This design comes from an exercise in tuning for small area on the open sky130 flow, not from production work.
In this exercise RTL edits were held to simulation tests only and were not proved equivalent to the original.
No activity file was given, so power comes from the tool's default toggle rates.

Setup of run R:
==> flow/design.v <==
module rb_hold (
  input  logic q, w, en, nen,
  output logic d
);
  assign d = (q & nen) | (w & en);
endmodule
module rb_oai2 (
  input  logic a0, n0, a1, n1,
  output logic y
);
  assign y = ~((a0 | n0) & (a1 | n1));
endmodule
module rb_rdport (
  input  logic [31:1][31:0] q,
  input  logic [31:0]       nsel,
  output logic [31:0]       y
);
  for (genvar b = 0; b < 32; b++) begin : g_bit
    logic [15:0] lo;
    for (genvar g = 0; g < 15; g++) begin : g_grp
      rb_oai2 u_oai (
        .a0(q[2*g+1][b]), .n0(nsel[2*g+1]),
        .a1(q[2*g+2][b]), .n1(nsel[2*g+2]),
        .y(lo[g])
      );
    end
    assign lo[15] = ~((q[31][b] | nsel[31]) & nsel[0]);
    assign y[b] = ~(|lo);
  end
endmodule
module reg_bank_wb (
  input  logic        clk,
  input  logic        reset,
  input  logic        wr_en,
  input  logic [4:0]  wr_addr,
  input  logic [31:0] wr_data,
  input  logic [4:0]  rd_addr1,
  input  logic [4:0]  rd_addr2,
  output logic [31:0] rd_data1,
  output logic [31:0] rd_data2,
  input  logic        dump_start,
  input  logic        dump_ready,
  output logic        dump_valid,
  output logic [4:0]  dump_idx,
  output logic [31:0] dump_data,
  output logic        dump_busy,
  output logic        dump_done
);
  localparam logic [31:0] SP_RESET = 32'd227;
  logic [31:1][31:0] regs, regs_d;
  logic [31:1] ld, nld;
  logic [31:0] wcol, wcol_sp;
  always_comb begin
    for (int r = 1; r < 32; r++)
      ld[r] = reset | (wr_en && (wr_addr == r));
    nld     = ~ld;
    wcol    = reset ? 32'd0 : wr_data;
    wcol_sp = reset ? SP_RESET : wr_data;
  end
  for (genvar r = 1; r < 32; r++) begin : g_row
    for (genvar b = 0; b < 32; b++) begin : g_col
      rb_hold u_hold (
        .q(regs[r][b]), .w((r == 29) ? wcol_sp[b] : wcol[b]),
        .en(ld[r]), .nen(nld[r]), .d(regs_d[r][b])
      );
    end
  end
  always_ff @(posedge clk) regs <= regs_d;
  logic       valid_q, done_q;
  logic [4:0] idx_q;
  always_ff @(posedge clk) begin
    if (reset) begin
      valid_q <= 1'b0;
      done_q  <= 1'b0;
      idx_q   <= 5'd0;
    end else begin
      done_q <= valid_q & dump_ready & (&idx_q);
      if (valid_q) begin
        if (dump_ready) begin
          if (&idx_q) valid_q <= 1'b0;
          else        idx_q   <= idx_q + 5'd1;
        end
      end else if (done_q) begin
        idx_q <= 5'd0;
      end else if (dump_start) begin
        valid_q <= 1'b1;
      end
    end
  end
  assign dump_valid = valid_q;
  assign dump_done  = done_q;
  assign dump_busy  = valid_q | done_q;
  assign dump_idx   = idx_q;
  logic [31:0] nsel1, nsel2, nseld;
  always_comb begin
    for (int r = 0; r < 32; r++) begin
      nsel1[r] = (rd_addr1 != r);
      nsel2[r] = (rd_addr2 != r);
      nseld[r] = (idx_q != r);
    end
  end
  rb_rdport u_rd1 (.q(regs), .nsel(nsel1), .y(rd_data1));
  rb_rdport u_rd2 (.q(regs), .nsel(nsel2), .y(rd_data2));
  rb_rdport u_rdd (.q(regs), .nsel(nseld), .y(dump_data));
endmodule
clock: 10.0 ns
lec_check: 0
cap_margin: 20
cell_pad_in_sites_detail_placement: 1
core_margin: 2
core_utilization: 40
place_density: 0.5
slew_margin: 20
synth_hierarchical: 1
synth_minimum_keep_size: 0
standard.sh (not shown) runs the stock make flow with config.mk's settings and CLKGATE_MAP_FILE= SYNTH_SCRIPT=/design/flow/synth_recipe.tcl, a recipe that flattens the netlist after the stock synthesis.
==> flow/flow/run.sh <==
#!/bin/bash
# Own layout flow: the standard ORFS flow (standard.sh, unchanged
# synthesis), with two changes to how the layout is built:
#  - port buffers use the smallest buffer, sky130_fd_sc_hd__buf_1;
#  - the clock tree uses larger sink clusters and no dummy loads.
# The make output goes to flow.log; ORFS keeps each step's log under orfs/logs.
set -euo pipefail
export BUFFER_PORTS_ARGS="-buffer_cell sky130_fd_sc_hd__buf_1"
export CTS_ARGS="-sink_clustering_enable -repair_clock_nets -dont_use_dummy_load -sink_clustering_size 26 -sink_clustering_max_diameter 80 -buf_list {sky130_fd_sc_hd__clkbuf_16}"
bash standard.sh > flow.log 2>&1
Modified inputs, run D compared to run R
diff --git a/flow/design.v b/flow/design.v
--- a/flow/design.v
+++ b/flow/design.v
@@ -10,4 +10,10 @@
 );
   assign y = ~((a0 | n0) & (a1 | n1));
+endmodule
+module rb_nor16 (
+  input  logic [15:0] a,
+  output logic        y
+);
+  assign y = ~(|a);
 endmodule
 module rb_rdport (
@@ -26,5 +32,5 @@
     end
     assign lo[15] = ~((q[31][b] | nsel[31]) & nsel[0]);
-    assign y[b] = ~(|lo);
+    rb_nor16 u_nor (.a(lo), .y(y[b]));
   end
 endmodule
==> run notes <==
When run D is set beside run R, its worst relative slew slack turns out to be 6.9 points larger. Switching power of the nets: run D better than run R. [run D] critical path depth fell 1 relative to run R. Of run R and run D, the lower worst hold-check slack belongs to run D. Any difference in synthesized net count between run R and run D is small enough to ignore. | met1 wire length | run D vs run R | 1300 um higher |. Re multi-input gate area in the final layout: run R was higher than run D.

## static timing again, ports no longer ideal
Ports are ideal in the flow. The routed layouts listed here were re-timed in OpenROAD. Step 1 assumes that a clkbuf_16 drives the clock port and a buf_2 every other input. Step 2 adds t to the input delays and takes it off the output delays; t is the mean of the earliest and latest rising clock arrival at the registers after step 1. Input paths then give back, and output paths get back, about the clock's delay inside the block. a / b / c = ideal / step 1 / step 2; a / b = the first two.
run | shift t [ns] | setup WS [ns] | worst slew at a driven data input, ns | pins driven straight from the clock port
run R | 0.789 | 2.042 / 2.008 / 2.008 | 0.08 | 1
run D | 0.785 | 2.303 / 2.263 / 2.263 | 0.20 | 1
After both steps setup and hold are still met in every run listed. The setup slack of run D, which loses most, moves by -0.040 ns with the drivers and by -0.040 ns with both steps.
